Background: an optimization exercise with open tools, aiming at small area, a short achievable clock period and few clock cycles per item. Do not read the settings as production practice.
Function was checked by simulation only, so behaviour that the tests miss may differ from the original.
Power figures rest on the tool's default switching activity, not on a simulated workload.

<file path="design/flow/run.sh">
#!/bin/bash
# synth_recipe.tcl (not shown) runs the flow's synth.tcl, then flattens the netlist and writes it again
# the make line also repeats each setting of config.mk as NAME=value (left out here)
make -C /OpenROAD-flow-scripts/flow DESIGN_CONFIG=/design/flow/config.mk WORK_HOME=/design/flow/orfs CLKGATE_MAP_FILE= SYNTH_SCRIPT=/design/flow/synth_recipe.tcl finish
</file>
<file path="design/flow/config.mk">
export PLATFORM = sky130hd
export DESIGN_NAME = pifo_top
export DESIGN_NICKNAME = pifo_top
export VERILOG_FILES = /design/flow/design.v
export SDC_FILE = /design/flow/constraint.sdc
export NUM_CORES = 4
export LEC_CHECK = 0
export ABC_AREA = 1
export CAP_MARGIN = 20
export CELL_PAD_IN_SITES_DETAIL_PLACEMENT = 1
export CORE_MARGIN = 2
export CORE_UTILIZATION = 40
export CTS_CLUSTER_DIAMETER = 80
export CTS_CLUSTER_SIZE = 20
export PLACE_DENSITY = 0.5
export SETUP_SLACK_MARGIN = 4.5
export SLEW_MARGIN = 20
</file>
<file path="design/flow/constraint.sdc">
create_clock -name core_clock -period 7.0 [get_ports {i_clk}]
set_input_delay 1.4000 -clock core_clock [delete_from_list [all_inputs] [get_ports {i_clk}]]
set_output_delay 1.4000 -clock core_clock [all_outputs]
set_load 0.01 [all_outputs]
</file>
<file path="design/flow/design.v">
`default_nettype none
package pifo_pkg;
    localparam int RANK_W    = 4;
    localparam int PAYLOAD_W = 8;
    localparam int CAPACITY  = 126;
    localparam int POS_W     = 7;             
    localparam int NRANK     = 15;            
    typedef logic [RANK_W-1:0]    rank_t;      
    typedef logic [PAYLOAD_W-1:0] payload_t;
    typedef logic [POS_W-1:0]     pos_t;
endpackage
`default_nettype wire
`timescale 1ns/100ps
`default_nettype none
module pifo_host_port (
    input  wire                 i_clk,
    input  wire                 i_arst_n,
    input  wire                 i_push,
    input  wire                 i_pop,
    input  pifo_pkg::pos_t      i_count,      
    output logic                o_ready,
    output logic                o_full,
    output logic                o_empty,
    output logic                o_push_acc,
    output logic                o_pop_acc
);
    localparam int PW = pifo_pkg::POS_W;
    logic full_d;
    logic empty_d;
    assign o_ready = 1'b1;                
    assign o_pop_acc  = i_pop & ~o_empty;
    assign o_push_acc = i_push & ~i_pop & ~o_full;
    always_comb begin
        full_d  = o_full;
        empty_d = o_empty;
        if (o_pop_acc) begin
            full_d  = 1'b0;
            empty_d = (i_count == PW'(1));
        end else if (o_push_acc) begin
            full_d  = (i_count == PW'(pifo_pkg::CAPACITY - 1));
            empty_d = 1'b0;
        end
    end
    always_ff @(posedge i_clk) begin
        o_full  <= i_arst_n & full_d;
        o_empty <= ~i_arst_n | empty_d;
    end
endmodule
`default_nettype wire
`timescale 1ns/100ps
`default_nettype none
module pifo_level_ram (
    input  wire                 i_clk,
    input  wire                 i_pop,
    input  wire [15:0]          i_hi_lt,    
    input  wire [15:0]          i_hi_eq,    
    input  wire [7:0]           i_lo_le,    
    input  wire [7:0]           i_lo_eq,    
    input  pifo_pkg::payload_t  i_payload,
    output pifo_pkg::payload_t  o_head
);
    localparam int N  = pifo_pkg::CAPACITY;
    localparam int DW = pifo_pkg::PAYLOAD_W;
    logic [N*DW-1:0] mem_q;
    for (genvar i = 0; i < N; i++) begin : g_ent
        localparam int H = i / 8;
        localparam int L = i % 8;
        logic [DW-1:0] up;     
        logic [DW-1:0] down;   
        logic          lo_lt;  
        if (L == 0) begin : g_l0
            assign lo_lt = 1'b0;
        end else begin : g_ln
            assign lo_lt = i_lo_le[L-1];
        end
        if (i == 0) begin : g_first
            assign up = i_payload;
        end else begin : g_mid
            assign up = mem_q[(i-1)*DW +: DW];
        end
        if (i == N - 1) begin : g_last
            assign down = mem_q[i*DW +: DW];
        end else begin : g_inner
            assign down = mem_q[(i+1)*DW +: DW];
        end
        logic          sel_hold;    
        logic          sel_up;      
        logic          sel_in;      
        logic [DW-1:0] d;
        assign sel_up   = i_hi_lt[H] | (i_hi_eq[H] & lo_lt);
        assign sel_in   = i_hi_eq[H] & i_lo_eq[L];
        assign sel_hold = ~(i_pop | i_hi_lt[H] | (i_hi_eq[H] & i_lo_le[L]));
        assign d = (~{DW{sel_hold}} | mem_q[i*DW +: DW])
                 & (~{DW{i_pop}}    | down)
                 & (~{DW{sel_up}}   | up)
                 & (~{DW{sel_in}}   | i_payload);
        always_ff @(posedge i_clk)
            mem_q[i*DW +: DW] <= d;
    end
    assign o_head = mem_q[DW-1:0];
endmodule
`default_nettype wire
`timescale 1ns/100ps
`default_nettype none
module pifo_level (
    input  wire                 i_clk,
    input  wire                 i_arst_n,
    input  wire                 i_push,
    input  wire                 i_pop,
    input  pifo_pkg::rank_t     i_rank,
    output pifo_pkg::pos_t      o_count,      
    output pifo_pkg::rank_t     o_min_rank,   
    output logic [15:0]         o_hi_lt,      
    output logic [15:0]         o_hi_eq,      
    output logic [7:0]          o_lo_le,      
    output logic [7:0]          o_lo_eq       
);
    localparam int PW = pifo_pkg::POS_W;
    localparam int NR = pifo_pkg::NRANK;
    logic [NR*PW-1:0] bnd_q;
    logic [NR-1:0]    nz;
    logic [NR-1:0]    rank_oh;
    logic [PW-1:0]    pos;        
    for (genvar k = 0; k < NR; k++) begin : g_bnd
        logic [PW-1:0] b;
        logic [PW-1:0] ones;      
        logic [PW-1:0] zeros;     
        logic          inc;
        logic          dec;
        assign b     = bnd_q[k*PW +: PW];
        assign nz[k] = (b != '0);
        assign inc   = i_push & (i_rank <= pifo_pkg::RANK_W'(k));
        assign dec   = i_pop & nz[k];
        assign ones[0]  = 1'b1;
        assign zeros[0] = 1'b1;
        for (genvar j = 1; j < PW; j++) begin : g_carry
            assign ones[j]  = ones[j-1] & b[j-1];
            assign zeros[j] = zeros[j-1] & ~b[j-1];
        end
        always_ff @(posedge i_clk or negedge i_arst_n) begin
            if (!i_arst_n)
                bnd_q[k*PW +: PW] <= '0;
            else
                bnd_q[k*PW +: PW] <= b ^ (({PW{inc}} & ones) | ({PW{dec}} & zeros));
        end
    end
    assign o_count = bnd_q[(NR-1)*PW +: PW];
    always_comb begin
        o_min_rank = pifo_pkg::RANK_W'(NR);
        for (int k = NR - 1; k >= 0; k--)
            if (nz[k])
                o_min_rank = pifo_pkg::RANK_W'(k);
    end
    always_comb begin
        pos = '0;
        for (int k = 0; k < NR; k++) begin
            rank_oh[k] = (i_rank == pifo_pkg::RANK_W'(k));
            pos = pos | ({PW{rank_oh[k]}} & bnd_q[k*PW +: PW]);
        end
    end
    always_ff @(posedge i_clk) begin
        for (int h = 0; h < 16; h++) begin
            o_hi_lt[h] <= i_push & (pos[6:3] < 4'(h));
            o_hi_eq[h] <= i_push & (pos[6:3] == 4'(h));
        end
        for (int l = 0; l < 8; l++) begin
            o_lo_le[l] <= (pos[2:0] <= 3'(l));
            o_lo_eq[l] <= (pos[2:0] == 3'(l));
        end
    end
endmodule
`default_nettype wire
`timescale 1ns/100ps
`default_nettype none
module pifo_pop_out (
    input  wire                 i_clk,
    input  wire                 i_arst_n,
    input  wire                 i_capture,
    input  pifo_pkg::rank_t     i_rank,
    input  pifo_pkg::payload_t  i_payload,
    output logic                o_pop_valid,
    output pifo_pkg::rank_t     o_pop_rank,
    output pifo_pkg::payload_t  o_pop_payload
);
    always_ff @(posedge i_clk) begin
        o_pop_valid   <= i_arst_n & i_capture;
        o_pop_rank    <= i_rank;
        o_pop_payload <= i_payload;
    end
endmodule
`default_nettype wire
`timescale 1ns/100ps
`default_nettype none
module pifo_top (
    input  wire                 i_clk,
    input  wire                 i_arst_n,
    input  wire                 i_push,
    input  wire                 i_pop,
    input  pifo_pkg::rank_t     i_rank,
    input  pifo_pkg::payload_t  i_payload,
    output logic                o_ready,
    output logic                o_full,
    output logic                o_empty,
    output logic                o_pop_valid,
    output pifo_pkg::rank_t     o_pop_rank,
    output pifo_pkg::payload_t  o_pop_payload
);
    logic                 push_acc;
    logic                 pop_acc;
    pifo_pkg::pos_t       count;
    pifo_pkg::rank_t      min_rank;
    pifo_pkg::payload_t   head;
    logic [15:0]          hi_lt;
    logic [15:0]          hi_eq;
    logic [7:0]           lo_le;
    logic [7:0]           lo_eq;
    logic                 s1_pop;
    pifo_pkg::rank_t      s1_pop_rank;    
    pifo_pkg::payload_t   s1_payload;
    pifo_host_port i_host_port (
        .i_clk      (i_clk),
        .i_arst_n   (i_arst_n),
        .i_push     (i_push),
        .i_pop      (i_pop),
        .i_count    (count),
        .o_ready    (o_ready),
        .o_full     (o_full),
        .o_empty    (o_empty),
        .o_push_acc (push_acc),
        .o_pop_acc  (pop_acc)
    );
    pifo_level i_bounds (
        .i_clk      (i_clk),
        .i_arst_n   (i_arst_n),
        .i_push     (push_acc),
        .i_pop      (pop_acc),
        .i_rank     (i_rank),
        .o_count    (count),
        .o_min_rank (min_rank),
        .o_hi_lt    (hi_lt),
        .o_hi_eq    (hi_eq),
        .o_lo_le    (lo_le),
        .o_lo_eq    (lo_eq)
    );
    always_ff @(posedge i_clk or negedge i_arst_n) begin
        if (!i_arst_n)
            s1_pop <= 1'b0;
        else
            s1_pop <= pop_acc;
    end
    always_ff @(posedge i_clk) begin
        s1_pop_rank <= min_rank;
        s1_payload  <= i_payload;
    end
    pifo_level_ram i_array (
        .i_clk     (i_clk),
        .i_pop     (s1_pop),
        .i_hi_lt   (hi_lt),
        .i_hi_eq   (hi_eq),
        .i_lo_le   (lo_le),
        .i_lo_eq   (lo_eq),
        .i_payload (s1_payload),
        .o_head    (head)
    );
    pifo_pop_out i_pop_out (
        .i_clk         (i_clk),
        .i_arst_n      (i_arst_n),
        .i_capture     (s1_pop),
        .i_rank        (s1_pop_rank),
        .i_payload     (head),
        .o_pop_valid   (o_pop_valid),
        .o_pop_rank    (o_pop_rank),
        .o_pop_payload (o_pop_payload)
    );
endmodule
`default_nettype wire
</file>
==> results of run 1 <==
[worst paths after layout]
kind,startpoint,end,slack (ns),cells after the start
worst min register to register,s1_pop_rank[1]$_SDFF_PP0_,i_pop_out.o_pop_rank[1]$_DFF_P_,0.34,0
worst max-delay path,i_rank[2],i_bounds.o_hi_eq[9]$_DFF_P_,4.45,14
worst min-delay path,s1_pop_rank[1]$_SDFF_PP0_,i_pop_out.o_pop_rank[1]$_DFF_P_,0.34,0
worst max register to register,s1_pop$_DFF_PN0_,i_array.mem_q[847]$_DFF_P_,4.54,5
min in group asynchronous,i_arst_n,i_bounds.bnd_q[27]$_DFF_PN0_,0.77,1
max in group asynchronous,i_arst_n,i_bounds.bnd_q[94]$_DFF_PN0_,5.00,2
[synth_stat cells (2+ instances only)]
master	instances
o22ai_1	1471
a221oi_2	2
nor3_2	2
nor2_2	7
inv_2	20
xnor2_1	3
buf_1	20
dfxtp_1	1081
o21ai_1	13
a31oi_1	4
clkbuf_1	289
nor4_1	5
nand2_1	434
nand3_1	37
o2111ai_1	4
dfrtp_1	106
nand3b_1	3
a21oi_1	131
nand3_2	2
o21bai_1	6
inv_1	156
a21oi_2	2
mux2i_1	3
nor2_1	1709
or2_1	3
buf_2	4
o31ai_1	3
nor3_1	577
o221ai_1	2
a211oi_1	4
nand4_1	21
o21ai_0	57
xor2_1	94
nor3_4	2
buf_4	2
[final cells by class]
class                           instances  area, um^2
Clock buffer                           96        2130
Timing Repair Buffer                  123        1200
Sequential cell                      1187       24400
Inverter                              177         742
Fill cell                           14600       67700
Clock inverter                         15         159
Tap cell                             1625        2030
Antenna cell                            1        2.50
Multi-Input combinational cell       4611       23200
[power by group through the flow]
stage / logic [mW] / clock network (mW) / registers (mW)
6_report: 5.51 / 4.71 / 13.0
5_1_grt: 6.27 / 5.08 / 13.3
4_1_cts: 5.45 / 4.84 / 12.9
3_5_place_dp: 5.37 / 0 / 12.9
3_3_place_gp: 5.13 / 0 / 12.9
2_1_floorplan: 4.27 / 0 / 11.4
[metrics by stage]
step	power, mW	hold slack, ns	area, um^2
after global placement	18.1	0.318	51000
after detailed placement	18.3	0.315	51000
after floorplan	15.7	0.310	49300
after global routing	24.7	0.327	53900
after CTS	23.2	0.344	53400
final	23.2	0.338	53900
[kinds of logic (layout without fill, tap and decap cells)]
| group | count (synthesis) | after routing |
|---|---|---|
| AO/OA/AOI/OAI | 1704 | 1704 |
| XOR/XNOR | 97 | 97 |
| buffers and inverters | 492 | 411 |
| flip-flops | 1187 | 1187 |
| multiplexers | 3 | 3 |
| other | 1 | 3 |
| AND/OR/NAND/NOR | 2805 | 2805 |
[per-layer routing]
layer / vias to the layer above / share of wire [%]
li1: 22400 / -
met1: 23800 / 47
met2: 868 / 47
met3: 255 / 3.4
met4: 0 / 2.5
met5: - / 0
[flip-flops by register name (all words and copies together) (netlist names)]
signal                   count
s1_pop_rank                  4
i_bounds.o_hi_eq            16
i_array.mem_q             1008
i_bounds.o_hi_lt            15
i_pop_out.o_pop_payload      8
i_host_port.o_empty          1
s1_pop                       1
i_host_port.o_full           1
i_pop_out.o_pop_rank         4
i_pop_out.o_pop_valid        1
i_bounds.bnd_q             105
i_bounds.o_lo_le             8
s1_payload                   8
i_bounds.o_lo_eq             7
[timing repair]
item | 4_1_cts | 5_1_grt
pin swaps | 9 | 18
endpoints found under the setup margin | 228 | 310
resized for setup | 121 | 77
gates cloned | 0 | 2
hold buffers | 0 | 0
buffers inserted | 20 | 13
==> reports/metrics.cfg, run 1 <==
[setup_path]
crit_fanout=7
cp_slowest_cell=or2_4
path_cells=buf_4, inv_4, nor2_4, buf_4, nand2_4, inv_2, nand2_1, nand2_1, nor2_2, o211ai_1, nor2_4, inv_4, or2_4, nor3_2
slowest_delay_ns=0.27
cp-end-kind=flop
cp_top_family=simple AND/OR/NAND/NOR gates
crit_type=in2reg
arrival_ns=3.15
cp-start-kind=input port
cp.buffers_inverters=5
cp.required_ns=7.60

[floorplanning]
core_area_um2=122000
initial_core_util_pct=40.3
die-width_um=354
die_h_um=354
io_pins=32
rows=128
dieArea_um2=125000

[finish]
nets=6190
utilization_pct=44.3
layout.cells.non_filler=7835
layout_common_cells=nor2_1, o22ai_1, dfxtp_1
final_common_cell=nor2_1
area_delta_synth_final_pct=10.0
final_layout_size_suffix_gt1_share_pct=6.07

[global_routing]
grt_use_met2_pct=45.1
grt_pass1_wl_um=276000
grt_usage_pct=26.8
antenna_found_initial=1
met3_usage_pct=2.69
grt_overflow=0
busiest_layer=met2
first_global_vias=48000
grt_max_degree=164
grtUsageMet1_pct=36.7

[run_status]
status=no timing/DRC/antenna violations

[drt]
wl_per_cell_um=22.3
vias=47400
dr.first_iter.drc_count=3096
drt-total-wl_um=174000
drt_first_pass_iters=7
via_per_inst=6.05
ant_nets=0
drc_errors=0

[synthesis]
syn_inst=6289
synthArstFlopShare_pct=8.93
synth_top_family_by_area=simple AND/OR/NAND/NOR gates
yosysSeqAreaShare_pct=49.6
synth_edf_count=0
synth_area_um2=49000
yosys.area_share.simple_pct=23.4
synth_top_area_share_pct=44.2
yosysTopAreaCell=dfxtp_1
synth_seq_cells=1187
yosys_most_used_dff=dfxtp_1
syn_avg_cell_area_um2=7.79
synth_compound_area_share_pct=21.4
synth_area_leaders=dfxtp_1, o22ai_1, nor2_1, nor3_1, dfrtp_1
synthXorXnorAreaFrac_pct=1.73
synthAdderAreaFrac_pct=0
ys_warn_count=5
synth.area.mux_share_pct=0.0613
synth.distinct_cells=45

[sta]
final.setup_skew_ns=0.0182
hold_viol=0
fin_ws_ns=4.45
rsz0062_at_grt=yes
max_freq_mhz=393
tns_ns=0
final.min_clock_period_ns=2.55
setup_violations=0
max_slew.worst_pin.slew_ns=1.13
period_share_pct=36.4
slew_violations=0
relSlewSlack_pct=24.7

[placed_design]
dp.cells=7688
numPortBuffers=30
gp_congestion=0.866
dp_hpwl_um=113000
dp_slack_ns=2.96

[pwr]
switching_share_pct=38.8
power.density_nw_per_um2=430
peakVddDrop_v=0.000238
comb_power_share_pct=23.8
p_int_mw=14.2
clock_power_share_pct=20.3
power.switching_mw=8.98
power_leakage_nw=20.0
p_seq_share_pct=55.9

[clock_tree]
clk_pin_slew_ns=0.09
cts_root_buffer=clkbuf_16
numCtsBuffers=74
clk_latency_ns=0.67
htree_levels=3
cts_tree=done
clock-sinks=1187
clk_path_buf_depth=3

[flow_run]
drv_cap=0

[min_path]
min_path_type=reg2reg

Testbench counts, summed over its fixed seeds: cycles 48,009, ops 48,000.
==> run 2, diff against run 1 <==
--- a/design/flow/design.v
+++ b/design/flow/design.v
@@ -26,12 +26,14 @@
 );
     localparam int PW = pifo_pkg::POS_W;
+    logic full_q;
+    logic empty_q;
     logic full_d;
     logic empty_d;
     assign o_ready = 1'b1;                
-    assign o_pop_acc  = i_pop & ~o_empty;
-    assign o_push_acc = i_push & ~i_pop & ~o_full;
+    assign o_pop_acc  = i_pop & ~empty_q;
+    assign o_push_acc = i_push & ~i_pop & ~full_q;
     always_comb begin
-        full_d  = o_full;
-        empty_d = o_empty;
+        full_d  = full_q;
+        empty_d = empty_q;
         if (o_pop_acc) begin
             full_d  = 1'b0;
@@ -40,4 +42,13 @@
             full_d  = (i_count == PW'(pifo_pkg::CAPACITY - 1));
             empty_d = 1'b0;
+        end
+    end
+    always_ff @(posedge i_clk or negedge i_arst_n) begin
+        if (!i_arst_n) begin
+            full_q  <= 1'b0;
+            empty_q <= 1'b1;
+        end else begin
+            full_q  <= full_d;
+            empty_q <= empty_d;
         end
     end
==> run 2 against run 1 <==
  * Worst hold slack lost 0.0081 ns
  * Cell count is essentially flat
  * Via count shrank 0.73%
  * Synthesized area grew 0.30%
  * Critical path depth shrank 13
  * Synthesized cell count is essentially flat
  * Still clean
  * Sequential power is essentially flat
  * Critical endpoint is now o_pop_rank[0]
  * Sequential cell count grew 2
  * Total power grew 8.1%
==> reports/metrics.cfg, run 2 <==
[sta]
tns_ns=0  ; unchanged
relSlewSlack_pct=25.1  ; +0.46 points
fin_ws_ns=4.48  ; +0.0216 ns
slew_violations=0  ; unchanged
setup_violations=0  ; unchanged
period_share_pct=36.1  ; -0.31 points
final.min_clock_period_ns=2.52  ; -0.0216 ns
hold_viol=0  ; unchanged
hold_slack_ns=0.330  ; -0.00812 ns
max_slew.worst_pin.slew_ns=1.12  ; -0.00690 ns
max_freq_mhz=396  ; +0.86%
final.setup_skew_ns=0.0217  ; +0.00359 ns
rsz0062_at_grt=yes

[pwr]
peakVddDrop_v=0.000290  ; +22%
power.density_nw_per_um2=464  ; +7.9%
p_total_mw=25.1  ; +8.1%
power_leakage_nw=20.1  ; +0.47%

[synthesis]
synth_top_family_by_area=simple AND/OR/NAND/NOR gates
yosysSeqAreaShare_pct=49.6  ; about the same
ys_top_cells_by_count=nor2_1, o22ai_1, dfxtp_1
yosysTopAreaCell=dfxtp_1
synthArstFlopShare_pct=9.08  ; +0.15 points
yosys_most_used_dff=dfxtp_1
syn_inst=6295  ; +0.095%
synth_compound_area_share_pct=21.3  ; -0.070 points
yosys.cell_count.top_type=nor2_1
synth_edf_count=0  ; unchanged
yosys.area_share.simple_pct=23.6  ; +0.17 points
ys_warn_count=5  ; unchanged
synth.area.mux_share_pct=0.0611  ; -0.00019 points
synth_top_area_share_pct=44.1  ; -0.13 points
synth_area_um2=49100  ; +0.30%
synthXorXnorAreaFrac_pct=1.73  ; -0.0053 points
synth_area_leaders=dfxtp_1, o22ai_1, nor2_1, nor3_1, dfrtp_1
syn_avg_cell_area_um2=7.80  ; +0.21%
synth_seq_cells=1189  ; +0.17%
synthAdderAreaFrac_pct=0  ; unchanged
synth.distinct_cells=48  ; +6.7%

[clock_tree]
clock-sinks=1189  ; +0.17%
cts_hold_buf=0  ; unchanged
clk_pin_slew_ns=0.09  ; about the same
cts_tree=done
htree_levels=3  ; unchanged
clk_latency_ns=0.68  ; about the same
cts_root_buffer=clkbuf_16
clk_path_buf_depth=3  ; unchanged
numCtsBuffers=74  ; unchanged

[finish]
n_antenna_cell=0  ; -1
layout.cells.non_filler=7831  ; -0.051%
largestRegisters=i_array.mem_q x1008, i_bounds.bnd_q x105, i_bounds.o_hi_eq x16
design_area_um2=54000  ; +0.21%
regMostFlops=i_array.mem_q
area_delta_synth_final_pct=9.91  ; about the same
layout_common_cells=nor2_1, o22ai_1, dfxtp_1
nets=6186  ; -0.065%
final_layout_size_suffix_gt1_share_pct=5.91  ; -0.16 points
utilization_pct=44.3  ; about the same
largest_reg_flops=1008  ; unchanged
final_common_cell=nor2_1

[placed_design]
dp.cells=7686  ; -0.026%
gp_congestion=0.819  ; -5.5%
dp_hpwl_um=110000  ; -2.9%
placed_cell_area_um2=51000  ; +0.14%
dp_slack_ns=2.87  ; -0.0962 ns
numPortBuffers=30  ; unchanged

[floorplanning]
rows=128  ; unchanged
io_pins=32  ; unchanged
die-width_um=354  ; +0.15%
core_area_um2=122000  ; +0.26%
die_h_um=354  ; +0.15%
initial_core_util_pct=40.3  ; about the same
dieArea_um2=126000  ; +0.30%

[setup_path]
cp_slowest_cell=dfxtp_2
r2r_end=i_array.mem_q[461]$_DFF_P_
arrival_ns=1.12  ; -2.03 ns
cp-start-kind=flop
cp.buffers_inverters=1  ; -4
slowest_delay_ns=0.33  ; +0.06 ns
crit_type=reg2out
reg2regPathDepth=4  ; -1
r2r_slack_ns=4.57  ; +0.03 ns
cp_top_family=flip-flops
cp.required_ns=5.60  ; -2.00 ns
reg2reg_from=i_bounds.o_lo_le[1]$_DFF_P_
crit_fanout=1  ; -6
path_cells=buf_6
cp-end-kind=output port

[drt]
vias=47000  ; -0.73%
drt-total-wl_um=173000  ; -0.85%
via_per_inst=6.00  ; -0.68%
wl_per_cell_um=22.1  ; -0.80%
ant_nets=0  ; unchanged
drt_first_pass_iters=5  ; -2
dr.first_iter.drc_count=3094  ; -0.065%
drc_errors=0  ; unchanged

[global_routing]
grt_max_degree=124  ; -24%
antenna_found_initial=1  ; unchanged
grt_overflow=0  ; unchanged
first_global_vias=47700  ; -0.77%
grt_pass1_wl_um=273000  ; -1.1%
grt_usage_pct=26.5  ; -0.28 points

[min_path]
min_path_type=reg2reg
worstHoldStart=s1_pop_rank[0]$_SDFF_PN0_
holdPathEnd=i_pop_out.o_pop_rank[0]$_DFF_P_
whs_path_depth=0  ; unchanged

[flow_run]
drv_cap=0  ; unchanged

[run_status]
status=no timing/DRC/antenna violations

==> run 2: cell types whose count changed in the layout (fill, tap and decap cells not counted), moves of 5 or more <==
cell and delta:
buf_4 -18, clkbuf_1 +5, inv_1 -5, nand2_1 +9
==> run 2: layout make-up <==
cell class | instances | area, um^2
Fill cell | 14700 | 67900
Sequential cell | 1189 | 24400
Multi-Input combinational cell | 4621 | 23300
Clock buffer | 98 | 2110
Tap cell | 1625 | 2030
Timing Repair Buffer | 111 | 1190
Inverter | 171 | 704
Clock inverter | 14 | 183
Timing Repair inverter | 2 | 17.5
==> run 2: layer usage <==
| layer | share of wire [%] | track usage [%] |
|---|---|---|
| met1 | 46 | 35.9 |
| met3 | 3.8 | 3.06 |
| met4 | 2.7 | 7.31 |
| met2 | 47 | 44.7 |
| met5 | 0.0075 | 0 |
==> run 2: power by group <==
group          internal, mW  total [mW]  switching [mW]
clock                  2.22        4.73            2.51
sequential             9.93        13.3            3.38
combinational          2.98        7.04            4.06
total                  15.1        25.1            9.94
==> run 2: cells by family after synthesis <==
family                 after synthesis
buffers and inverters              486
AO/OA/AOI/OAI                     1701
XOR/XNOR                            97
flip-flops                        1189
other                                1
multiplexers                         3
AND/OR/NAND/NOR                   2818
==> run 2: timing repair <==
action,CTS,global route
resized for setup,134,45
buffers inserted,14,12
cloned,6,1
pin swaps,7,17
setup endpoints to repair,1093,209
==> run 2: how the worst max path moves through the flow <==
stage                                                   from                       endpoint  slack (ns)  cells past startpoint
final                        i_pop_out.o_pop_rank[0]$_DFF_P_                  o_pop_rank[0]        4.48                      1
after global routing                                   i_pop   i_bounds.bnd_q[76]$_DFF_PN0_        4.43                     15
after CTS                 i_pop_out.o_pop_payload[0]$_DFF_P_               o_pop_payload[0]        4.42                      1
after detailed placement                               i_pop   i_bounds.bnd_q[90]$_DFF_PN0_        2.87                      9
after global placement                                 i_pop   i_bounds.bnd_q[90]$_DFF_PN0_        2.99                      9
after floorplan                                        i_pop  i_bounds.bnd_q[103]$_DFF_PN0_        4.22                     13
Testbench counts of run 2, summed over its fixed seeds: cycles 48,009, ops 48,000.
==> run 3, diff against run 2 <==
--- a/design/flow/config.mk
+++ b/design/flow/config.mk
@@ -10,8 +10,8 @@
 export CELL_PAD_IN_SITES_DETAIL_PLACEMENT = 1
 export CORE_MARGIN = 2
-export CORE_UTILIZATION = 40
+export CORE_UTILIZATION = 50
 export CTS_CLUSTER_DIAMETER = 80
 export CTS_CLUSTER_SIZE = 20
-export PLACE_DENSITY = 0.5
+export PLACE_DENSITY = 0.58
 export SETUP_SLACK_MARGIN = 4.5
 export SLEW_MARGIN = 20
==> run 3 against run 2 <==
  * Count of clock-buffer cells in the layout decreased by 9
  * Wire length decreased by 1.5%
  * Via count increased by 1.7%
  * Non-clock buffer count decreased by 8
  * Synthesized area unchanged
  * Global-route usage increased by 5.8 points
  * Critical endpoint is now o_empty
  * Highest routed layer is now met4
==> reports/metrics.cfg, run 3 <==
[run_status]
status=no timing/DRC/antenna violations

[synthesis]
synth_edf_count=0  ; unchanged
synth_seq_cells=1189  ; unchanged
syn_inst=6295  ; unchanged
synth_area_leaders=dfxtp_1, o22ai_1, nor2_1, nor3_1, dfrtp_1
synth_top_area_share_pct=44.1  ; unchanged
yosys_most_used_dff=dfxtp_1
yosys.cell_count.top_type=nor2_1
yosysTopAreaCell=dfxtp_1
syn_avg_cell_area_um2=7.80  ; unchanged
synth.distinct_cells=48  ; unchanged
synth_area_um2=49100  ; unchanged
ys_warn_count=5  ; unchanged
synthArstFlopShare_pct=9.08  ; unchanged
ys_top_cells_by_count=nor2_1, o22ai_1, dfxtp_1
yosysSeqAreaShare_pct=49.6  ; unchanged

[clock_tree]
clk_pin_slew_ns=0.09  ; about the same
cts_root_buffer=clkbuf_16
clock-sinks=1189  ; unchanged
cts_tree=done
htree_levels=3  ; unchanged
clk_path_buf_depth=3  ; unchanged
clk_latency_ns=0.67  ; about the same
numCtsBuffers=70  ; -5.4%
cts_hold_buf=0  ; unchanged

[finish]
layout.cells.non_filler=7455  ; -4.8%
largestRegisters=i_array.mem_q x1008, i_bounds.bnd_q x105, i_bounds.o_hi_eq x16
multi_input_area_um2=23400  ; +0.16%
final_layout_size_suffix_gt1_share_pct=5.50  ; -0.41 points
nets=6173  ; -0.21%
fill_cells=11900  ; -19%
design_area_um2=53100  ; -1.7%
area_delta_synth_final_pct=8.07
largest_reg_flops=1008  ; unchanged
final_common_cell=nor2_1
layout_common_cells=nor2_1, o22ai_1, dfxtp_1
seq_area_um2=24400  ; about the same
regMostFlops=i_array.mem_q

[setup_path]
path_cells=buf_2
cp.buffers_inverters=1  ; unchanged
cp-end-kind=output port
cp_top_family=flip-flops
crit_fanout=1  ; unchanged
cp_slowest_cell=dfxtp_1
arrival_ns=1.11  ; about the same
cp-start-kind=flop
slowest_delay_ns=0.32  ; about the same
cp.required_ns=5.60  ; about the same
crit_type=reg2out

[min_path]
min_path_type=reg2reg

[pwr]
peakVddDrop_v=0.000245  ; -15%
power.density_nw_per_um2=466  ; +0.31%
power_leakage_nw=19.9  ; -1.3%
p_total_mw=24.7  ; -1.4%

[global_routing]
grt_max_degree=147  ; +19%
antenna_found_initial=1  ; unchanged
grt_pass1_wl_um=269000  ; -1.6%
first_global_vias=48100  ; +0.96%
grt_overflow=0  ; unchanged
grt_usage_pct=32.3  ; +5.8 points

[sta]
setup_violations=0  ; unchanged
rsz0062_at_grt=yes
period_share_pct=35.9  ; -0.17 points
hold_viol=0  ; unchanged
final.setup_skew_ns=0.0268  ; +0.00504 ns
max_freq_mhz=398  ; +0.48%
max_slew.worst_pin.slew_ns=1.14  ; +0.0143 ns
slew_violations=0  ; unchanged
relSlewSlack_pct=24.2  ; -0.95 points
final.min_clock_period_ns=2.51  ; -0.0120 ns
tns_ns=0  ; unchanged
hold_slack_ns=0.330  ; -0.000396 ns

[drt]
wl_per_cell_um=22.8  ; +3.4%
wl_met3_um=9520  ; +43%
vias=47800  ; +1.7%
highest-signal-layer=met4
dr.first_iter.drc_count=3869  ; +25%
wl_met2_um=78200  ; -3.8%
drt-total-wl_um=170000  ; -1.5%
wl_met1_um=76400  ; -4.9%
ant_nets=0  ; unchanged
via_per_inst=6.41  ; +6.8%
drc_errors=0  ; unchanged
drt_first_pass_iters=5  ; unchanged

[floorplanning]
dieArea_um2=101000  ; -20%
rows=114  ; -11%
core_area_um2=97000  ; -20%
io_pins=32  ; unchanged
initial_core_util_pct=50.6  ; +10 points
die_h_um=317  ; -10%
die-width_um=317  ; -10%

[placed_design]
numPortBuffers=30  ; unchanged
gp_congestion=0.886  ; +8.2%
dp.cells=7328  ; -4.7%
dp_hpwl_um=110000  ; about the same
placed_cell_area_um2=50500  ; -0.97%

[flow_run]
drv_cap=0  ; unchanged

run 3: cell counts after synthesis:
Identical to the previous run, type by type.
run 3: timing repair:
action	in CTS	in global routing
cloned	2	3
resized for setup	121	52
setup endpoints to repair	937	178
buffers inserted	15	13
pin swaps	11	13
run 3: layout make-up:
type | instances | share of cell area, %
Clock inverter | 4 | 0.0731
Tap cell | 1276 | 3.01
Clock buffer | 89 | 3.53
Antenna cell | 1 | 0.00471
Inverter | 171 | 1.31
Timing Repair inverter | 1 | 0.0165
Sequential cell | 1189 | 46.0
Timing Repair Buffer | 103 | 2.07
Multi-Input combinational cell | 4621 | 44.0
run 3: path summary, 6_finish.rpt:
check | start | end | slack (ns) | depth (start not counted)
max in group asynchronous | i_arst_n | s1_pop$_DFF_PN0_ | 5.24 | 2
worst max-delay path | i_host_port.o_empty$_DFF_P_ | o_empty | 4.49 | 1
worst min-delay path | s1_pop_rank[2]$_SDFF_PP0_ | i_pop_out.o_pop_rank[2]$_DFF_P_ | 0.33 | 0
min in group asynchronous | i_arst_n | i_bounds.bnd_q[4]$_DFF_PN0_ | 0.71 | 1
worst min register to register | s1_pop_rank[2]$_SDFF_PP0_ | i_pop_out.o_pop_rank[2]$_DFF_P_ | 0.33 | 0
worst max register to register | s1_payload[4]$_DFF_P_ | i_array.mem_q[140]$_DFF_P_ | 4.54 | 3
run 3: routing by layer:
layer | up-vias | global-route usage (%)
met5 | - | 0
met4 | 0 | 11.0
met3 | 339 | 4.09
met2 | 1318 | 52.8
met1 | 23800 | 44.2
li1 | 22400 | -
run 3: power breakdown:
group	switching (mW)	total (mW)	internal, mW	leakage, nW
Combinational	4.12	7.07	2.95	8.63
Sequential	3.46	13.4	9.93	10.3
Clock	2.37	4.26	1.89	0.934
run 3: logic make-up (layout without fill, tap and decap cells):
group                  after synthesis  after routing  synth area share, %
AO/OA/AOI/OAI                     1701           1701                 21.3
XOR/XNOR                            97             97                 1.73
buffers and inverters              486            368                 3.74
flip-flops                        1189           1189                 49.6
multiplexers                         3              3               0.0611
other                                1              3              0.00763
AND/OR/NAND/NOR                   2818           2818                 23.6
run 3: through the flow:
stage / worst slack (ns) / utilization, %
final: 4.49 / 54.7
after global routing: 4.39 / 54.7
after CTS: 4.46 / 54.3
after detailed placement: 2.97 / 52.1
after global placement: 3.02 / 52.1
after floorplan: 4.22 / -
==> run 4, diff against run 3 <==
--- a/design/flow/config.mk
+++ b/design/flow/config.mk
@@ -10,8 +10,8 @@
 export CELL_PAD_IN_SITES_DETAIL_PLACEMENT = 1
 export CORE_MARGIN = 2
-export CORE_UTILIZATION = 50
+export CORE_UTILIZATION = 60
 export CTS_CLUSTER_DIAMETER = 80
 export CTS_CLUSTER_SIZE = 20
-export PLACE_DENSITY = 0.58
+export PLACE_DENSITY = 0.68
 export SETUP_SLACK_MARGIN = 4.5
 export SLEW_MARGIN = 20
==> run 4 against run 3 <==
  * Still clean
  * Fmax decreased by 22%
  * Combinational power increased by 21%
  * Setup slack got worse by 0.71 ns
  * Wire length increased by 29%
  * Sequential cell count unchanged
  * Critical endpoint is now i_array.mem_q[594]$_DFF_P_
==> reports/metrics.cfg, run 4 <==
[run_status]
status=no timing/DRC/antenna violations

[setup_path]
r2r_end=i_array.mem_q[594]$_DFF_P_
reg2reg_from=i_bounds.o_lo_le[2]$_DFF_P_
cp-end-kind=flop
reg2regPathDepth=4  ; +1
r2r_slack_ns=3.78  ; -0.76 ns
cp-start-kind=flop
cp.required_ns=7.47  ; +1.87 ns
crit_type=reg2reg
crit_fanout=16  ; +15
crit_path_end=i_array.mem_q[594]$_DFF_P_
cp-startpoint=i_bounds.o_lo_le[2]$_DFF_P_
arrival_ns=3.69  ; +2.58 ns

[floorplanning]
core_area_um2=80800  ; -17%
rows=104  ; -8.8%
die-width_um=290  ; -8.6%
dieArea_um2=84200  ; -16%
initial_core_util_pct=60.8  ; +10 points
io_pins=32  ; unchanged
die_h_um=290  ; -8.6%

[pwr]
clock_power_share_pct=16.4  ; -0.8 points
p_int_mw=14.9  ; +0.81%
comb_power_share_pct=32.1  ; +3.5 points
power.density_nw_per_um2=497  ; +6.7%
p_seq_share_pct=51.5  ; -2.7 points
power.switching_mw=11.8  ; +19%
power_leakage_nw=20.3  ; +2.1%
peakVddDrop_v=0.000343  ; +40%
switching_share_pct=44.3  ; +4.0 points

[clock_tree]
clk_latency_ns=0.70  ; +0.03 ns
clk_pin_slew_ns=0.11  ; +0.02 ns
cts_tree=done
cts_root_buffer=clkbuf_16
clk_path_buf_depth=3  ; unchanged
htree_levels=3  ; unchanged
cts_hold_buf=0  ; unchanged
numCtsBuffers=69  ; -1.4%
clock-sinks=1189  ; unchanged

[synthesis]
ys_warn_count=5  ; unchanged
synth_area_um2=49100  ; unchanged
yosys.cell_count.top_type=nor2_1
synth_top_area_share_pct=44.1  ; unchanged
synthArstFlopShare_pct=9.08  ; unchanged
synth_seq_cells=1189  ; unchanged
syn_avg_cell_area_um2=7.80  ; unchanged
synth_area_leaders=dfxtp_1, o22ai_1, nor2_1, nor3_1, dfrtp_1
syn_inst=6295  ; unchanged
yosysTopAreaCell=dfxtp_1
ys_top_cells_by_count=nor2_1, o22ai_1, dfxtp_1
yosys_most_used_dff=dfxtp_1
yosysSeqAreaShare_pct=49.6  ; unchanged
synth_edf_count=0  ; unchanged
synth.distinct_cells=48  ; unchanged

[drt]
drt-total-wl_um=220000  ; +29%
wl_per_cell_um=30.1  ; +32%
via_per_inst=7.47  ; +16%
drc_errors=0  ; unchanged
vias=54500  ; +14%
drt_first_pass_iters=7  ; +2
dr.first_iter.drc_count=7685  ; +99%
ant_nets=0  ; unchanged

[finish]
largestRegisters=i_array.mem_q x1008, i_bounds.bnd_q x105, i_bounds.o_hi_eq x16
final_layout_size_suffix_gt1_share_pct=7.69  ; +2.2 points
regMostFlops=i_array.mem_q
utilization_pct=66.6  ; +12 points
area_delta_synth_final_pct=9.50
nets=6228  ; +0.89%
final_common_cell=nor2_1
design_area_um2=53800  ; +1.3%
layout_common_cells=nor2_1, o22ai_1, dfxtp_1
largest_reg_flops=1008  ; unchanged

[placed_design]
gp_congestion=0.898  ; +1.4%
dp_slack_ns=2.74  ; -0.228 ns
numPortBuffers=30  ; unchanged
placed_cell_area_um2=50300  ; -0.45%
dp_hpwl_um=114000  ; +3.9%

[sta]
period_share_pct=46.0  ; +10 points
tns_ns=0  ; unchanged
fin_ws_ns=3.78  ; -0.706 ns
relSlewSlack_pct=17.5  ; -6.7 points
final.min_clock_period_ns=3.22  ; +0.706 ns
final.setup_skew_ns=0.0538  ; +0.0271 ns
hold_viol=0  ; unchanged
rsz0062_at_grt=yes
hold_slack_ns=0.317  ; -0.0129 ns
max_freq_mhz=311  ; -22%
slew_violations=0  ; unchanged
setup_violations=0  ; unchanged
max_slew.worst_pin.slew_ns=1.24  ; +0.0982 ns

[global_routing]
grt_pass1_wl_um=293000  ; +8.9%
first_global_vias=52500  ; +9.0%
grt_max_degree=181  ; +23%
grt_usage_pct=42.5  ; +10 points
antenna_found_initial=13  ; +12
grt_overflow=0  ; unchanged

[min_path]
min_path_type=reg2reg

[flow_run]
drv_cap=0  ; unchanged

## run 4: cell counts after synthesis
Identical to the previous run, type by type.
## run 4: worst min path at each step
| stage | slack [ns] | start | to | cells after the start |
|---|---|---|---|---|
| after floorplan | 0.31 | s1_pop_rank[0]$_SDFF_PN0_ | i_pop_out.o_pop_rank[0]$_DFF_P_ | 0 |
| after global placement | 0.31 | s1_pop_rank[0]$_SDFF_PN0_ | i_pop_out.o_pop_rank[0]$_DFF_P_ | 0 |
| after detailed placement | 0.32 | s1_pop_rank[3]$_SDFF_PP0_ | i_pop_out.o_pop_rank[3]$_DFF_P_ | 0 |
| after CTS | 0.33 | s1_pop_rank[2]$_SDFF_PP0_ | i_pop_out.o_pop_rank[2]$_DFF_P_ | 0 |
| after global routing | 0.33 | s1_pop_rank[2]$_SDFF_PP0_ | i_pop_out.o_pop_rank[2]$_DFF_P_ | 0 |
| final | 0.32 | s1_pop_rank[2]$_SDFF_PP0_ | i_pop_out.o_pop_rank[2]$_DFF_P_ | 0 |
## run 4: worst max-delay path, cell delays in order, from the launching register on
cell and delay [ns]:
dfxtp_2 1.01, a21oi_1 0.50, nand2_1 0.49, nor2_1 0.10, nor3_1 0.91
## run 4: final cells by class
| cell class | instances | area [um^2] |
|---|---|---|
| fillers | 9680 | 27000 |
| flip-flops and latches | 1189 | 24400 |
| multi-input cells | 4621 | 23900 |
| clock buffers | 85 | 1880 |
| repair buffers | 160 | 1550 |
| well taps | 1060 | 1330 |
| inverters | 171 | 731 |
| diodes | 7 | 17.5 |
| clock inverters | 2 | 13.8 |
## run 4: kinds of logic after synthesis
| family | Yosys count | share of synthesized area, % |
|---|---|---|
| AND/OR/NAND/NOR | 2818 | 23.6 |
| other | 1 | 0.00763 |
| flip-flops | 1189 | 49.6 |
| buffers and inverters | 486 | 3.74 |
| XOR/XNOR | 97 | 1.73 |
| multiplexers | 3 | 0.0611 |
| AO/OA/AOI/OAI | 1701 | 21.3 |
## run 4: stage by stage
stage	std cells	power, mW
global route	7289	27.5
detailed placement	7120	20.3
CTS	7230	24.7
global placement	7120	19.6
floorplan	6296	17.4
finish	7295	26.7
## run 4: timing repair
item                       4_1_cts  5_1_grt
gates resized for setup        146      200
cloned                           0        3
buffers inserted                23       55
setup endpoints to repair      359      349
pin swaps                       18       71
## run 4: routing by layer
| metal | global-route usage [%] | wire length [um] | vias up |
|---|---|---|---|
| met5 | 0 | 110 | - |
| met2 | 70.5 | 97800 | 4265 |
| met3 | 7.41 | 25900 | 1548 |
| met4 | 24.4 | 19400 | 15 |
| met1 | 52.2 | 76400 | 26200 |
| li1 | - | - | 22500 |
## run 4: power by group through the flow
stage | clock [mW] | sequential, mW | combinational (mW)
global placement | 0 | 13.1 | 6.55
detailed placement | 0 | 13.2 | 7.11
global route | 4.56 | 13.9 | 9.07
CTS | 4.21 | 13.1 | 7.31
floorplan | 0 | 11.8 | 5.52
finish | 4.39 | 13.8 | 8.58
==> run 5, diff against run 4 <==
--- a/design/flow/config.mk
+++ b/design/flow/config.mk
@@ -10,8 +10,8 @@
 export CELL_PAD_IN_SITES_DETAIL_PLACEMENT = 1
 export CORE_MARGIN = 2
-export CORE_UTILIZATION = 60
+export CORE_UTILIZATION = 40
 export CTS_CLUSTER_DIAMETER = 80
 export CTS_CLUSTER_SIZE = 20
-export PLACE_DENSITY = 0.68
-export SETUP_SLACK_MARGIN = 4.5
+export PLACE_DENSITY = 0.5
+export SETUP_SLACK_MARGIN = 4.3
 export SLEW_MARGIN = 20
==> run 5 against run 4 <==
  * Sequential power down 4%
  * First-iteration DRC count decreased by 63%
  * Sequential share of layout area is 0.39 points higher
  * Highest routed layer is now met4
  * Critical path depth decreased by 3
  * Still clean on timing, DRC and antenna
==> reports/metrics.cfg, run 5 <==
[finish]
largestRegisters=i_array.mem_q x1008, i_bounds.bnd_q x105, i_bounds.o_hi_eq x16
regMostFlops=i_array.mem_q
utilization_pct=43.8  ; -23 points
layout.cells.non_filler=7811  ; +7.1%
multi_input_area_um2=23100  ; -3.2%
nets=6170  ; -0.93%
final_layout_size_suffix_gt1_share_pct=4.67  ; -3.0 points
seq_area_um2=24400  ; about the same
layout_common_cells=nor2_1, o22ai_1, dfxtp_1
area_delta_synth_final_pct=8.59
fill_cells=14700  ; +52%
largest_reg_flops=1008  ; unchanged
n_antenna_cell=0  ; -7
final_common_cell=nor2_1

[sta]
max_slew.worst_pin.slew_ns=1.15  ; -0.0863 ns
slew_violations=0  ; unchanged
rsz0062_at_grt=yes
tns_ns=0  ; unchanged
hold_viol=0  ; unchanged
final.min_clock_period_ns=2.64  ; -0.574 ns
relSlewSlack_pct=23.4  ; +5.9 points
period_share_pct=37.8  ; -8.2 points
fin_ws_ns=4.36  ; +0.574 ns
max_freq_mhz=378  ; +22%
setup_violations=0  ; unchanged
final.setup_skew_ns=0.0308  ; -0.0231 ns

[synthesis]
synth_area_leaders=dfxtp_1, o22ai_1, nor2_1, nor3_1, dfrtp_1
yosys.cell_count.top_type=nor2_1
synth.distinct_cells=48  ; unchanged
synthArstFlopShare_pct=9.08  ; unchanged
synth_seq_cells=1189  ; unchanged
yosysSeqAreaShare_pct=49.6  ; unchanged
yosys_most_used_dff=dfxtp_1
synth_area_um2=49100  ; unchanged
ys_warn_count=5  ; unchanged
synth_edf_count=0  ; unchanged
ys_top_cells_by_count=nor2_1, o22ai_1, dfxtp_1
synth_top_area_share_pct=44.1  ; unchanged
yosysTopAreaCell=dfxtp_1
syn_inst=6295  ; unchanged
syn_avg_cell_area_um2=7.80  ; unchanged

[floorplanning]
die-width_um=354  ; +22%
dieArea_um2=126000  ; +49%
die_h_um=354  ; +22%
initial_core_util_pct=40.3  ; -20 points
io_pins=32  ; unchanged
core_area_um2=122000  ; +51%
rows=128  ; +23%

[placed_design]
dp_hpwl_um=109000  ; -4.5%
gp_congestion=0.823  ; -8.4%
dp_slack_ns=3.01  ; +0.264 ns
numPortBuffers=30  ; unchanged
dp.cells=7685  ; +7.9%

[clock_tree]
clk_pin_slew_ns=0.08  ; -0.03 ns
clk_path_buf_depth=3  ; unchanged
cts_hold_buf=0  ; unchanged
numCtsBuffers=73  ; +5.8%
cts_root_buffer=clkbuf_16
clk_latency_ns=0.69  ; about the same
cts_tree=done
htree_levels=3  ; unchanged
clock-sinks=1189  ; unchanged

[setup_path]
cp.buffers_inverters=1  ; +1
cp-end-kind=output port
cp-start-kind=flop
crit_fanout=1  ; -15
slowest_delay_ns=0.30  ; -0.71 ns
cp_slowest_cell=dfxtp_1
reg2regPathDepth=5  ; +1
cp_top_family=flip-flops
path_cells=dlygate4sd2_1
crit_type=reg2out
arrival_ns=1.24  ; -2.45 ns
cp.required_ns=5.60  ; -1.87 ns
path_depth=1  ; -3

[pwr]
power.switching_mw=9.75  ; -18%
power.density_nw_per_um2=462  ; -7.0%
clock_power_share_pct=18.5  ; +2.1 points
p_total_mw=24.7  ; -7.7%
power_leakage_nw=19.8  ; -2.2%
p_int_mw=14.9  ; +0.11%
peakVddDrop_v=0.000229  ; -33%
comb_power_share_pct=27.9  ; -4.2 points
p_seq_share_pct=53.6  ; +2.1 points
switching_share_pct=39.5  ; -4.7 points

[min_path]
min_path_type=reg2reg
whs_path_depth=0  ; unchanged

[drt]
dr.first_iter.drc_count=2880  ; -63%
wl_per_cell_um=21.4  ; -29%
drc_errors=0  ; unchanged
drt_first_pass_iters=5  ; -2
ant_nets=0  ; unchanged
vias=46300  ; -15%
via_per_inst=5.93  ; -21%
drt-total-wl_um=167000  ; -24%

[global_routing]
grt_pass1_wl_um=268000  ; -8.5%
grt_overflow=0  ; unchanged
grt_max_degree=199  ; +9.9%
first_global_vias=47500  ; -9.4%
antenna_found_initial=1  ; -12
grt_usage_pct=25.8  ; -17 points

[flow_run]
drv_cap=0  ; unchanged

[run_status]
status=no timing/DRC/antenna violations

run 5: worst paths after layout:
path,start,endpoint,slack [ns]
max,i_pop_out.o_pop_rank[1]$_DFF_P_,o_pop_rank[1],4.36
min,s1_pop_rank[0]$_SDFF_PN0_,i_pop_out.o_pop_rank[0]$_DFF_P_,0.34
max reg2reg,i_bounds.o_lo_le[0]$_DFF_P_,i_array.mem_q[1]$_DFF_P_,4.44
min reg2reg,s1_pop_rank[0]$_SDFF_PN0_,i_pop_out.o_pop_rank[0]$_DFF_P_,0.34
max in group asynchronous,i_arst_n,i_bounds.bnd_q[33]$_DFF_PN0_,5.03
min in group asynchronous,i_arst_n,i_bounds.bnd_q[3]$_DFF_PN0_,0.80
run 5: cells by family after synthesis:
family,synth area share [%]
buffers and inverters,3.74
other,0.00763
muxes,0.0611
AOI/OAI and AO/OA,21.3
DFF,49.6
and+or+nand+nor,23.6
xor gates and xnor gates,1.73
run 5: routing by layer:
layer	global-route usage, %	wire length [um]	vias up
li1	-	-	22400
met1	35.1	79000	22900
met2	43.1	77700	772
met3	2.75	5520	251
met4	7.70	4890	0
met5	0	0	-
run 5: layout make-up:
cell class,instances,share of cell area [%]
timing repair buffer,97,1.81
clock buffer,91,3.69
clock inverter,16,0.342
tap,1625,3.81
timing repair inverter,1,0.0164
inverter,171,1.28
multi-input combinational,4621,43.3
sequential,1189,45.7
run 5: what timing repair did:
item	CTS	global route
setup buffers	12	2
gates resized for setup	72	22
endpoints found under the setup margin	715	422
pin swaps	3	4
cloned	2	3
run 5: metrics by stage:
stage	hold slack, ns	instance area [um^2]
global placement	0.311	50800
global route	0.348	53300
finish	0.341	53300
CTS	0.343	53200
floorplan	0.310	49200
detailed placement	0.315	50800
run 5: power by group through the flow:
stage                     combinational (mW)  clock, mW  sequential (mW)
final                                   6.89       4.56             13.2
after global routing                    7.83       4.92             13.6
after CTS                               6.84       4.69             13.2
after detailed placement                6.78          0             13.3
after global placement                  6.49          0             13.3
after floorplan                         5.48          0             11.8
==> run 6, diff against run 5 <==
--- a/design/flow/config.mk
+++ b/design/flow/config.mk
@@ -14,4 +14,4 @@
 export CTS_CLUSTER_SIZE = 20
 export PLACE_DENSITY = 0.5
-export SETUP_SLACK_MARGIN = 4.3
+export SETUP_SLACK_MARGIN = 4.7
 export SLEW_MARGIN = 20
==> run 6 against run 5 <==
  * Sequential power barely moved
  * Setup slack better by 0.11 ns
  * Critical path depth up 12
  * Clock skew is 0.0020 ns lower
  * Sequential share of layout area down 1.6 points
  * Count of clock-buffer cells in the layout rose by 10
  * Sequential cell count did not move
  * Utilization rose by 1.7 points
  * Via count grew 1.5%
  * Fmax rose by 4.2%
  * Worst hold slack worse by 0.0077 ns
  * Synthesized cell count is the same
  * Largest cell class unchanged
  * Largest power group unchanged
==> reports/metrics.cfg, run 6 <==
[sta]
tns_ns=0  ; unchanged
final.min_clock_period_ns=2.54  ; -0.107 ns
relSlewSlack_pct=25.8  ; +2.4 points
fin_ws_ns=4.46  ; +0.107 ns
max_freq_mhz=394  ; +4.2%
hold_slack_ns=0.333  ; -0.00771 ns
rsz0062_at_grt=yes
setup_violations=0  ; unchanged
period_share_pct=36.3  ; -1.5 points
hold_viol=0  ; unchanged
max_slew.worst_pin.slew_ns=1.11  ; -0.0366 ns
slew_violations=0  ; unchanged
final.setup_skew_ns=0.0288  ; -0.00195 ns

[drt]
dr.first_iter.drc_count=3095  ; +7.5%
drt-total-wl_um=173000  ; +3.4%
wl_per_cell_um=21.9  ; +2.3%
drc_errors=0  ; unchanged
via_per_inst=5.96  ; +0.47%
vias=47000  ; +1.5%
ant_nets=0  ; unchanged
drt_first_pass_iters=5  ; unchanged

[pwr]
peakVddDrop_v=0.000224  ; -2.1%
power.switching_mw=10.0  ; +2.7%
switching_share_pct=39.6  ; about the same
power.density_nw_per_um2=457  ; -1.1%
p_int_mw=15.3  ; +2.6%
comb_power_share_pct=28.7  ; +0.8 points
p_total_mw=25.3  ; +2.6%
clock_power_share_pct=18.8  ; +0.3 points
power_leakage_nw=20.6  ; +3.9%
p_seq_share_pct=52.5  ; -1.1 points

[finish]
nets=6244  ; +1.2%
design_area_um2=55400  ; +3.8%
fill_cells=14600  ; -0.78%
n_antenna_cell=0  ; unchanged
regMostFlops=i_array.mem_q
largestRegisters=i_array.mem_q x1008, i_bounds.bnd_q x105, i_bounds.o_hi_eq x16
layout.cells.non_filler=7893  ; +1.0%
area_delta_synth_final_pct=12.7
final_common_cell=nor2_1
largest_reg_flops=1008  ; unchanged
utilization_pct=45.4  ; +1.7 points
layout_common_cells=nor2_1, o22ai_1, dfxtp_1
final_layout_size_suffix_gt1_share_pct=8.68  ; +4.0 points

[global_routing]
grt_use_met2_pct=44.7  ; +1.7 points
grtUsageMet1_pct=35.5  ; +0.41 points
met3_usage_pct=2.52  ; -0.23 points
busiest_layer=met2
first_global_vias=47900  ; +0.83%
grt_pass1_wl_um=271000  ; +1.4%
antenna_found_initial=0  ; -1
grt_overflow=0  ; unchanged
grt_max_degree=130  ; -35%
grt_usage_pct=26.3  ; +0.50 points

[placed_design]
dp_slack_ns=2.89  ; -0.115 ns
gp_congestion=0.844  ; +2.6%
placed_cell_area_um2=51100  ; +0.53%
dp.cells=7695  ; +0.13%
dp_hpwl_um=111000  ; +1.8%
numPortBuffers=30  ; unchanged

[synthesis]
yosysTopAreaCell=dfxtp_1
synthArstFlopShare_pct=9.08  ; unchanged
yosys.cell_count.top_type=nor2_1
synth_top_area_share_pct=44.1  ; unchanged
yosys_most_used_dff=dfxtp_1
synth.distinct_cells=48  ; unchanged
synth_edf_count=0  ; unchanged
yosysSeqAreaShare_pct=49.6  ; unchanged
synth_area_leaders=dfxtp_1, o22ai_1, nor2_1, nor3_1, dfrtp_1
synth_area_um2=49100  ; unchanged
synth_seq_cells=1189  ; unchanged
syn_inst=6295  ; unchanged
syn_avg_cell_area_um2=7.80  ; unchanged
ys_top_cells_by_count=nor2_1, o22ai_1, dfxtp_1
ys_warn_count=5  ; unchanged

[floorplanning]
die-width_um=354  ; unchanged
dieArea_um2=126000  ; unchanged
initial_core_util_pct=40.3  ; unchanged
core_area_um2=122000  ; unchanged
rows=128  ; unchanged
io_pins=32  ; unchanged
die_h_um=354  ; unchanged

[setup_path]
cp-start-kind=input port
cp.required_ns=7.61  ; +2.01 ns
reg2regPathDepth=4  ; -1
arrival_ns=3.15  ; +1.91 ns
crit_type=in2reg
crit_fanout=8  ; +7
cp-end-kind=flop

[clock_tree]
cts_tree=done
clk_pin_slew_ns=0.09  ; about the same
htree_levels=3  ; unchanged
clock-sinks=1189  ; unchanged
clk_latency_ns=0.69  ; about the same
cts_root_buffer=clkbuf_16
cts_hold_buf=0  ; unchanged
clk_path_buf_depth=3  ; unchanged
numCtsBuffers=74  ; +1.4%

[min_path]
whs_path_depth=0  ; unchanged
min_path_type=reg2reg

[run_status]
status=no timing/DRC/antenna violations

[flow_run]
drv_cap=0  ; unchanged

==> run 6: per-layer routing <==
layer / vias up / routed length (um)
li1: 22600 / -
met1: 23400 / 79900
met2: 775 / 82200
met3: 247 / 5710
met4: 0 / 4930
met5: - / 0
==> run 6: power groups by stage <==
stage	Combinational (mW)	Clock [mW]	Sequential (mW)
after floorplan	5.52	0	11.8
after global placement	6.55	0	13.3
after detailed placement	6.85	0	13.3
after CTS	7.00	4.90	13.2
after global routing	8.21	5.11	13.7
final	7.27	4.77	13.3
==> run 6: cell type report <==
| type | instances | area (um^2) | area share [%] |
|---|---|---|---|
| multi-input cells | 4621 | 24000 | 43.3 |
| repair buffers | 171 | 1830 | 3.31 |
| well taps | 1625 | 2030 | 3.67 |
| clock inverters | 15 | 200 | 0.362 |
| flip-flops and latches | 1189 | 24400 | 44.1 |
| clock buffers | 101 | 2140 | 3.87 |
| inverters | 171 | 744 | 1.34 |
==> run 6: worst max-delay path: stages <==
cell	delay, ns
buf_12	0.13
clkinv_8	0.05
nor2_4	0.03
buf_12	0.14
nand2_8	0.08
inv_2	0.05
nand2_2	0.05
nand4_1	0.16
a211oi_4	0.37
nand3_4	0.19
nor2_4	0.18
nand2_4	0.14
nor3_2	0.16
==> run 6: path summary, 6_finish.rpt <==
path | from | endpoint | slack (ns)
setup / recovery | i_rank[2] | i_bounds.o_hi_eq[1]$_DFF_P_ | 4.46
hold / removal | s1_pop_rank[0]$_SDFF_PN0_ | i_pop_out.o_pop_rank[0]$_DFF_P_ | 0.33
setup reg to reg | i_bounds.o_lo_le[6]$_DFF_P_ | i_array.mem_q[55]$_DFF_P_ | 4.71
hold reg to reg | s1_pop_rank[0]$_SDFF_PN0_ | i_pop_out.o_pop_rank[0]$_DFF_P_ | 0.33
max in group asynchronous | i_arst_n | i_bounds.bnd_q[33]$_DFF_PN0_ | 5.00
min in group asynchronous | i_arst_n | i_bounds.bnd_q[65]$_DFF_PN0_ | 0.78
==> run 6: timing repair <==
item                                    in CTS  in global routing
gates resized for setup                    190                211
pin swaps                                   35                 64
buffers inserted                            30                 49
endpoints found under the setup margin     740                445
cloned                                       2                  1
==> run 6: logic make-up (layout without fill, tap and decap cells) <==
logic type,Yosys count,count (layout),synth area share [%]
compound gates,1701,1701,21.3
xor+xnor,97,97,1.73
buf+inv,486,458,3.74
flops,1189,1189,49.6
mux,3,3,0.0611
other cells,1,2,0.00763
simple gates,2818,2818,23.6

## afterwards: timing with drivers on the ports
The flow's constraints put no driver on any port. The routed layouts listed below were extracted and timed again, unchanged, in two steps.
Step 1, drivers: a clkbuf_16 drives i_clk and a buf_2 each remaining input, both assumed.
Step 2 times the ports against the registers' clock, not the clock port: input delays grow and output delays shrink by t, the midpoint of the rising clock arrivals with the driver on.
a / b / c = ideal ports / drivers / drivers and shift; a / b = the first two.
| run | t, ns | slack for setup (ns) | worst setup path at the end | clock arrival spread, ns |
|---|---|---|---|---|
| run 1 | 0.741 | 4.453 / 4.378 / 3.767 | input to register | 0.023 / 0.022 |
| run 2 | 0.747 | 4.475 / 4.400 / 3.853 | input to register | 0.026 / 0.026 |
| run 3 | 0.738 | 4.487 / 4.407 / 3.822 | input to register | 0.029 / 0.029 |
| run 4 | 0.744 | 3.781 / 3.781 / 3.225 | input to register | 0.057 / 0.057 |
| run 5 | 0.740 | 4.355 / 4.286 / 3.691 | input to register | 0.033 / 0.033 |
| run 6 | 0.754 | 4.462 / 4.397 / 3.734 | input to register | 0.031 / 0.032 |
After both steps setup and hold are still met in every run listed. For run 6, which loses most, drivers alone change the setup slack by -0.065 ns; drivers and shift together by -0.728 ns.
